What follows belongs to an exercise in optimizing a design on an open flow for small area and a short achievable clock period; a production flow would make more cautious choices.
At most, simulation tests tie the RTL to the original design; equivalence was not proved.
Power is estimated from default activity; no workload was simulated.

// fc_layer
module fc_layer (
    input  logic        clk,
    input  logic        rstn,
    input  logic        r_valid,
    input  logic [31:0] in_data,
    output logic        t_valid,
    output logic [31:0] out_data
);
    logic [3:0] cnt;
    logic       w_first, w_second, w_weight, w_bias;
    assign w_first  = r_valid && (cnt == 4'd2 || cnt == 4'd4 || cnt == 4'd6 || cnt == 4'd8);
    assign w_second = r_valid && (cnt == 4'd3 || cnt == 4'd5 || cnt == 4'd7 || cnt == 4'd9);
    assign w_weight = w_first || w_second;
    assign w_bias   = r_valid && (cnt == 4'd10);
    logic       start0;   
    logic       fin0;     
    logic       sb0;      
    logic [1:0] nid0;     
    always_ff @(posedge clk or negedge rstn) begin
        if (!rstn) begin
            cnt <= '0;
            sb0 <= 1'b0;
        end else begin
            if (r_valid) cnt <= (cnt == 4'd10) ? 4'd0 : cnt + 4'd1;
            sb0 <= w_bias;
        end
    end
    always_ff @(posedge clk) begin
        start0 <= w_first;
        fin0   <= w_second && (cnt != 4'd9);
        nid0   <= cnt[2:1] - 2'd1;
    end
    logic [31:0] feat_a, feat_b, feat_p;
    always_ff @(posedge clk) begin
        if (r_valid && cnt == 4'd0) feat_a <= in_data;
        if (r_valid && cnt == 4'd1) feat_b <= in_data;
        feat_p <= (cnt == 4'd10) ? 32'h0100_0000 : cnt[0] ? feat_b : feat_a;
    end
    logic [3:0] neg0, one0, two0, neg1, one1, two1, neg2, one2, two2, neg3, one3, two3;
    for (genvar k = 0; k < 4; k++) begin : g_enc
        logic [8:0] wx;
        logic [3:0] ng, on, tw;
        logic [3:0] ng_q, on_q, tw_q;
        assign wx = {in_data[8*k +: 8], 1'b0};
        for (genvar m = 0; m < 4; m++) begin : g_dig
            assign ng[m] = wx[2*m+2];
            assign on[m] = wx[2*m+1] ^ wx[2*m];
  ...
clock: 8.0 ns
lec_check: 0
cap_margin: 20
core_margin: 2
core_utilization: 65
cts_cluster_diameter: 100
cts_cluster_size: 20
slew_margin: 20
standard.sh (not shown) runs the stock make flow with config.mk's settings and CLKGATE_MAP_FILE= SYNTH_SCRIPT=/design/flow/synth_recipe.tcl, a recipe that flattens the netlist after the stock synthesis.
==> flow/flow/run.sh <==
#!/bin/bash
# Standard layout, with strong buffers on the ports, sizing free to change a
# cell's footprint, and timing repair aiming 5.4 ns past the 8 ns clock. The
# make output goes to flow_make.log here; each ORFS step keeps its own log
# under orfs/logs.
set -euo pipefail
bash standard.sh \
    BUFFER_PORTS_ARGS="-buffer_cell sky130_fd_sc_hd__buf_4" \
    MATCH_CELL_FOOTPRINT=0 \
    SETUP_SLACK_MARGIN=5.4 \
    finish > flow_make.log 2>&1
Edit:
--- a/flow/design.v
+++ b/flow/design.v
@@ -885,31 +885,33 @@
     wire s716 = x715 ^ c709;
     wire c717 = (c706 & s713) | (c709 & x715);
     wire x718 = 1'b1 ^ acc_sk[18];
     wire s719 = x718 ^ acc_ck[18];
     wire s720 = s719 ^ c714;
     always_ff @(posedge clk) begin
         acc_s <= {c717, c711, c700, c682, c664, c646, c628, c610, c592, c574, c556, c538, c520, c502, c484, c467, c452, s448, s436};
         acc_c <= {s720, s716, s710, s699, s681, s663, s645, s627, s609, s591, s573, s555, s537, s519, s501, s483, s466, s451, s439};
     end
-    logic       fin1, sb1, fin2, sb2;
+    logic       fin1, sb1, fin2, sb2, sb3;
     logic [1:0] nid1, nid2;
     always_ff @(posedge clk or negedge rstn) begin
         if (!rstn) begin
             sb1     <= 1'b0;
             sb2     <= 1'b0;
+            sb3     <= 1'b0;
         end else begin
             sb1     <= sb0;
             sb2     <= sb1;
+            sb3     <= sb2;
         end
     end
     always_ff @(posedge clk) begin
-        t_valid <= sb2;
+        t_valid <= sb3;
         keep1 <= !start0;
         fin1  <= fin0;
         nid1  <= nid0;
         fin2  <= fin1;
         nid2  <= nid1;
     end
     logic [18:0] tot;
     assign tot = acc_s + acc_c;
     logic signed [10:0] tot_hi;
@@ -940,16 +942,18 @@
         assign cand_up[j] = sat({held_h[j][10], held_h[j]} + 12'd1);
         assign lo_sum     = {1'b0, held_l[j]} + {1'b0, bias_b[j]};
         always_ff @(posedge clk) begin
             if (sb0) begin
                 bias_co[j]  <= lo_sum[8];
                 bias_neg[j] <= bias_b[j][7];
             end
         end
     end
+    logic signed [10:0] tot_hq;
+    always_ff @(posedge clk) tot_hq <= tot_hi;
     always_ff @(posedge clk) begin
         for (int j = 0; j < 3; j++)
             out_data[31-8*j -: 8] <= bias_co[j] ? (bias_neg[j] ? cand_eq[j] : cand_up[j])
                                                 : (bias_neg[j] ? cand_dn[j] : cand_eq[j]);
-        out_data[7:0] <= (tot_hi > 11'sd127) ? 8'h7f : (tot_hi < -11'sd128) ? 8'h80 : tot_hi[7:0];
+        out_data[7:0] <= (tot_hq > 11'sd127) ? 8'h7f : (tot_hq < -11'sd128) ? 8'h80 : tot_hq[7:0];
     end
 endmodule
=> Count of clock-buffer cells in the layout goes up by 3; total power grows by 1.5%; cell area grows by 3.6%; die area increases by 3.3%; hold slack is about the same; clock power came out higher by about 6%; maximum frequency barely changes; sequential power rises by about 6%; worst setup slack barely changes; via count goes up by 2.8%; wire length rises by 1.7%; area after synthesis rose by 3.4%; global-route usage falls by 1.0 points; first-iteration DRC count grows by 14%.
No functional check of the RTL was part of the second run of this note.

== main ==
Another version of the RTL of fc_layer (not shown whole).
Size: ~1900 cells after synthesis, roughly 390 flip-flops, ~68 I/O pins, roughly 21000 sq um of cells after synthesis.
export LEC_CHECK = 0
export CAP_MARGIN = 20
export CORE_MARGIN = 2
export CORE_UTILIZATION = 65
export CTS_CLUSTER_DIAMETER = 100
export CTS_CLUSTER_SIZE = 20
export SLEW_MARGIN = 20
create_clock -name core_clock -period 8.0 [get_ports {clk}]
Scripts as last shown in full above: flow/flow/run.sh
main completed every stage of the flow, and the final layout passed the timing, design-rule and antenna checks.
The inputs of the feature branch differ from those of main as listed below.
diff --git a/flow/design.v b/flow/design.v
--- a/flow/design.v
+++ b/flow/design.v
@@ -27,19 +27,20 @@
         end
     end
     always_ff @(posedge clk) begin
         start0 <= w_first;
         fin0   <= w_second && (cnt != 4'd9);
         nid0   <= cnt[2:1] - 2'd1;
     end
-    logic [31:0] feat_a, feat_b, feat_p;
+    logic [31:0] feat_p, feat_q;
     always_ff @(posedge clk) begin
-        if (r_valid && cnt == 4'd0) feat_a <= in_data;
-        if (r_valid && cnt == 4'd1) feat_b <= in_data;
-        feat_p <= (cnt == 4'd10) ? 32'h0100_0000 : cnt[0] ? feat_b : feat_a;
+        if (r_valid && (cnt == 4'd0 || cnt >= 4'd3))
+            feat_p <= (cnt == 4'd0) ? in_data : (cnt == 4'd10) ? 32'h0100_0000 : feat_q;
+        if (r_valid && (cnt == 4'd1 || (cnt >= 4'd3 && cnt <= 4'd9)))
+            feat_q <= (cnt == 4'd1) ? in_data : feat_p;
     end
     logic [3:0] neg0, one0, two0, neg1, one1, two1, neg2, one2, two2, neg3, one3, two3;
     for (genvar k = 0; k < 4; k++) begin : g_enc
         logic [8:0] wx;
         logic [3:0] ng, on, tw;
         logic [3:0] ng_q, on_q, tw_q;
         assign wx = {in_data[8*k +: 8], 1'b0};
@@ -925,28 +926,31 @@
         end
     end
     function automatic logic [7:0] sat(input logic signed [11:0] z);
         if (z > 12'sd127) sat = 8'h7f;
         else if (z < -12'sd128) sat = 8'h80;
         else sat = z[7:0];
     endfunction
+    logic [7:0] cand_dn [3];
+    logic [7:0] cand_eq [3];
+    logic [7:0] cand_up [3];
     logic [2:0] bias_co, bias_neg;
-    logic [7:0] res [3];
     for (genvar j = 0; j < 3; j++) begin : g_fin
-        logic [8:0]  lo_sum;
-        logic [11:0] z;
-        assign lo_sum = {1'b0, held_l[j]} + {1'b0, bias_b[j]};
+        logic [8:0] lo_sum;
+        assign cand_dn[j] = sat({held_h[j][10], held_h[j]} - 12'd1);
+        assign cand_eq[j] = sat({held_h[j][10], held_h[j]});
+        assign cand_up[j] = sat({held_h[j][10], held_h[j]} + 12'd1);
+        assign lo_sum     = {1'b0, held_l[j]} + {1'b0, bias_b[j]};
         always_ff @(posedge clk) begin
             if (sb0) begin
                 bias_co[j]  <= lo_sum[8];
                 bias_neg[j] <= bias_b[j][7];
             end
         end
-        assign z      = {held_h[j][10], held_h[j]} + {{11{bias_neg[j] & ~bias_co[j]}}, bias_neg[j] ^ bias_co[j]};
-        assign res[j] = sat(z);
     end
     always_ff @(posedge clk) begin
         for (int j = 0; j < 3; j++)
-            out_data[31-8*j -: 8] <= res[j];
-        out_data[7:0] <= sat({tot_hi[10], tot_hi});
+            out_data[31-8*j -: 8] <= bias_co[j] ? (bias_neg[j] ? cand_eq[j] : cand_up[j])
+                                                : (bias_neg[j] ? cand_dn[j] : cand_eq[j]);
+        out_data[7:0] <= (tot_hi > 11'sd127) ? 8'h7f : (tot_hi < -11'sd128) ? 8'h80 : tot_hi[7:0];
     end
 endmodule
==> summary.txt <==
- Comparing the feature branch and main, the higher sum of buffers and inverters on the critical path was measured on main.
- Buffering overhead is lower on main
- Per the comparison of the feature branch with main, CTS buffer count moved down; via count moved up; sequential cell count moved down; ratio of total power to cell area level.
- Changes observed in the feature branch relative to main: sum of routed wire segments on met1 increased 1.5%, synthesized cell count increased 39, biggest cell delay along the critical path increased 130 ps.
- Compared with main, the feature branch has extra setup slack.
- [the feature branch] wire length of the first global-routing pass rose about 4% relative to main
No functional check of the RTL was part of any run of this note.

RTL: one of the versions met above, not the one the previous note started from.
Size: about 1900 cells after synthesis, roughly 360 flip-flops, about 68 I/O pins, ~0.021 mm^2 of cells after synthesis.
clock: 8.0 ns
lec_check: 0
abc_clock_period_in_ps: 2500
cap_margin: 20
core_margin: 2
core_utilization: 40
cts_cluster_diameter: 100
cts_cluster_size: 20
slew_margin: 20
Scripts as last shown in full above: flow/flow/run.sh
Rerun with:
--- a/flow/design.v
+++ b/flow/design.v
@@ -22,30 +22,29 @@
             cnt <= '0;
             sb0 <= 1'b0;
         end else begin
             if (r_valid) cnt <= (cnt == 4'd10) ? 4'd0 : cnt + 4'd1;
             sb0 <= w_bias;
         end
     end
     always_ff @(posedge clk) begin
         start0 <= w_first;
         fin0   <= w_second && (cnt != 4'd9);
         nid0   <= cnt[2:1] - 2'd1;
     end
-    logic [31:0] feat_p, feat_q;
+    logic [31:0] feat_a, feat_b, feat_p;
     always_ff @(posedge clk) begin
-        if (r_valid && (cnt == 4'd0 || cnt >= 4'd3))
-            feat_p <= (cnt == 4'd0) ? in_data : (cnt == 4'd10) ? 32'h0100_0000 : feat_q;
-        if (r_valid && (cnt == 4'd1 || (cnt >= 4'd3 && cnt <= 4'd9)))
-            feat_q <= (cnt == 4'd1) ? in_data : feat_p;
+        if (r_valid && cnt == 4'd0) feat_a <= in_data;
+        if (r_valid && cnt == 4'd1) feat_b <= in_data;
+        feat_p <= (cnt == 4'd10) ? 32'h0100_0000 : cnt[0] ? feat_b : feat_a;
     end
     logic [3:0] neg0, one0, two0, neg1, one1, two1, neg2, one2, two2, neg3, one3, two3;
     for (genvar k = 0; k < 4; k++) begin : g_enc
         logic [8:0] wx;
         logic [3:0] ng, on, tw;
         logic [3:0] ng_q, on_q, tw_q;
         assign wx = {in_data[8*k +: 8], 1'b0};
         for (genvar m = 0; m < 4; m++) begin : g_dig
             assign ng[m] = wx[2*m+2];
             assign on[m] = wx[2*m+1] ^ wx[2*m];
             assign tw[m] = (wx[2*m+2] & ~wx[2*m+1] & ~wx[2*m]) | (~wx[2*m+2] & wx[2*m+1] & wx[2*m]);
         end
@@ -889,31 +888,32 @@
     wire s719 = x718 ^ acc_ck[18];
     wire s720 = s719 ^ c714;
     always_ff @(posedge clk) begin
         acc_s <= {c717, c711, c700, c682, c664, c646, c628, c610, c592, c574, c556, c538, c520, c502, c484, c467, c452, s448, s436};
         acc_c <= {s720, s716, s710, s699, s681, s663, s645, s627, s609, s591, s573, s555, s537, s519, s501, s483, s466, s451, s439};
     end
     logic       fin1, sb1, fin2, sb2;
     logic [1:0] nid1, nid2;
     always_ff @(posedge clk or negedge rstn) begin
         if (!rstn) begin
             sb1     <= 1'b0;
             sb2     <= 1'b0;
+            t_valid <= 1'b0;
         end else begin
             sb1     <= sb0;
             sb2     <= sb1;
+            t_valid <= sb2;
         end
     end
     always_ff @(posedge clk) begin
-        t_valid <= sb2;
         keep1 <= !start0;
         fin1  <= fin0;
         nid1  <= nid0;
         fin2  <= fin1;
         nid2  <= nid1;
     end
     logic [18:0] tot;
     assign tot = acc_s + acc_c;
     logic signed [10:0] tot_hi;
     assign tot_hi = tot[18:8];
     logic signed [10:0] held_h [3];
     logic [7:0]         held_l [3];
After rerunning: Die area is higher by about 2.7%. Worst setup slack gets worse by 0.058 ns. Utilization falls by 0.50 points. Routed wire length is lower by 2.9%. Clock power increases by about 10%. Power came out lower by 0.41%. Fmax went down by 2.2%. Area after synthesis rises by about 2.8%. Sequential share of layout area increases by 2.3 points. Via count went down by about 0.5%. Global-route usage came out lower by 1.1 points. Worst hold slack gains 0.0061 ns. Combinational power came out lower by about 5.3%. Clock-buffer cell count grows by 3.
No functional check of the RTL was part of any run of this note.

Setup of run A:
fc_layer, a different RTL version from the one above (not shown whole).
Size in the first run: ~1900 cells after synthesis, ~360 flip-flops, about 68 I/O pins.
export LEC_CHECK = 0
export ABC_CLOCK_PERIOD_IN_PS = 2500
export CAP_MARGIN = 20
export CORE_MARGIN = 2
export CORE_UTILIZATION = 40
export CTS_CLUSTER_DIAMETER = 100
export CTS_CLUSTER_SIZE = 20
export SLEW_MARGIN = 20
create_clock -name core_clock -period 8.0 [get_ports {clk}]
Scripts as last shown in full above: flow/flow/run.sh
The following lists how run B was set up differently from run A:
--- a/flow/design.v
+++ b/flow/design.v
@@ -27,20 +27,19 @@
         end
     end
     always_ff @(posedge clk) begin
         start0 <= w_first;
         fin0   <= w_second && (cnt != 4'd9);
         nid0   <= cnt[2:1] - 2'd1;
     end
-    logic [31:0] feat_p, feat_q;
+    logic [31:0] feat_a, feat_b, feat_p;
     always_ff @(posedge clk) begin
-        if (r_valid && (cnt == 4'd0 || cnt >= 4'd3))
-            feat_p <= (cnt == 4'd0) ? in_data : (cnt == 4'd10) ? 32'h0100_0000 : feat_q;
-        if (r_valid && (cnt == 4'd1 || (cnt >= 4'd3 && cnt <= 4'd9)))
-            feat_q <= (cnt == 4'd1) ? in_data : feat_p;
+        if (r_valid && cnt == 4'd0) feat_a <= in_data;
+        if (r_valid && cnt == 4'd1) feat_b <= in_data;
+        feat_p <= (cnt == 4'd10) ? 32'h0100_0000 : cnt[0] ? feat_b : feat_a;
     end
     logic [3:0] neg0, one0, two0, neg1, one1, two1, neg2, one2, two2, neg3, one3, two3;
     for (genvar k = 0; k < 4; k++) begin : g_enc
         logic [8:0] wx;
         logic [3:0] ng, on, tw;
         logic [3:0] ng_q, on_q, tw_q;
         assign wx = {in_data[8*k +: 8], 1'b0};
@@ -894,22 +893,21 @@
     end
     logic       fin1, sb1, fin2, sb2;
     logic [1:0] nid1, nid2;
     always_ff @(posedge clk or negedge rstn) begin
         if (!rstn) begin
             sb1     <= 1'b0;
             sb2     <= 1'b0;
-            t_valid <= 1'b0;
         end else begin
             sb1     <= sb0;
             sb2     <= sb1;
-            t_valid <= sb2;
         end
     end
     always_ff @(posedge clk) begin
+        t_valid <= sb2;
         keep1 <= !start0;
         fin1  <= fin0;
         nid1  <= nid0;
         fin2  <= fin1;
         nid2  <= nid1;
     end
     logic [18:0] tot;
### Flow results
- No run among run A and run B stopped early or left any final violation; all are clean.
- Compared with run A, run B shows a count of multi-input gates that is 0.49% higher.
- Run B ended with less power than run A.
- Clock period minus final worst setup slack for run B: 42 ps down relative to run A
- Final area: lower on run A
- [compare] base=run A new=run B: worst clock skew on the final layout stayed essentially flat; final weighted congestion in routability-driven placement increased by 4.8% relative to the old numbers; final cell count went up; final clock period utilization by the worst path went down.
Only the layout flow was run in run A; the RTL was not checked for function there.

==> re-timing with driven ports <==
Ports are ideal in the flow. The routed layouts listed here were re-timed in OpenROAD.
Step 1 (the two cells are an assumption about what drives the block):
set clk [get_ports {clk}]
set_driving_cell -lib_cell sky130_fd_sc_hd__clkbuf_16 $clk
set_driving_cell -lib_cell sky130_fd_sc_hd__buf_2 [delete_from_list [all_inputs] $clk]
Step 2, shift: input delay + t, output delay - t, t = (earliest + latest rising clock arrival at the registers) / 2. This alone moves slack from input paths to output paths.
a / b / c = ideal ports / drivers / drivers and shift; a / b = the first two.
run	t (ns)	slack for setup (ns)	worst hold slack (ns)	latest minus earliest clock arrival (ns)
the first run of note 1	0.600	5.401 / 5.348 / 4.889	0.330 / 0.330 / 0.330	0.031 / 0.030
the second run of note 1	0.605	5.399 / 5.342 / 4.942	0.332 / 0.332 / 0.332	0.025 / 0.025
main	0.594	5.000 / 5.000 / 5.000	0.329 / 0.329 / 0.329	0.016 / 0.016
the feature branch	0.592	5.344 / 5.344 / 5.084	0.339 / 0.339 / 0.339	0.024 / 0.024
the first run of note 3	0.607	5.371 / 5.332 / 5.075	0.324 / 0.324 / 0.324	0.028 / 0.029
the second run of note 3	0.635	5.313 / 5.255 / 4.894	0.330 / 0.330 / 0.330	0.041 / 0.041
run A	0.617	5.327 / 5.269 / 5.106	0.325 / 0.325 / 0.325	0.046 / 0.047
run B	0.631	5.369 / 5.312 / 4.886	0.328 / 0.328 / 0.328	0.043 / 0.043
After both steps every run listed still meets setup and hold. For the first run of note 1, which loses most, drivers alone change the setup slack by -0.053 ns; drivers and shift together by -0.512 ns.
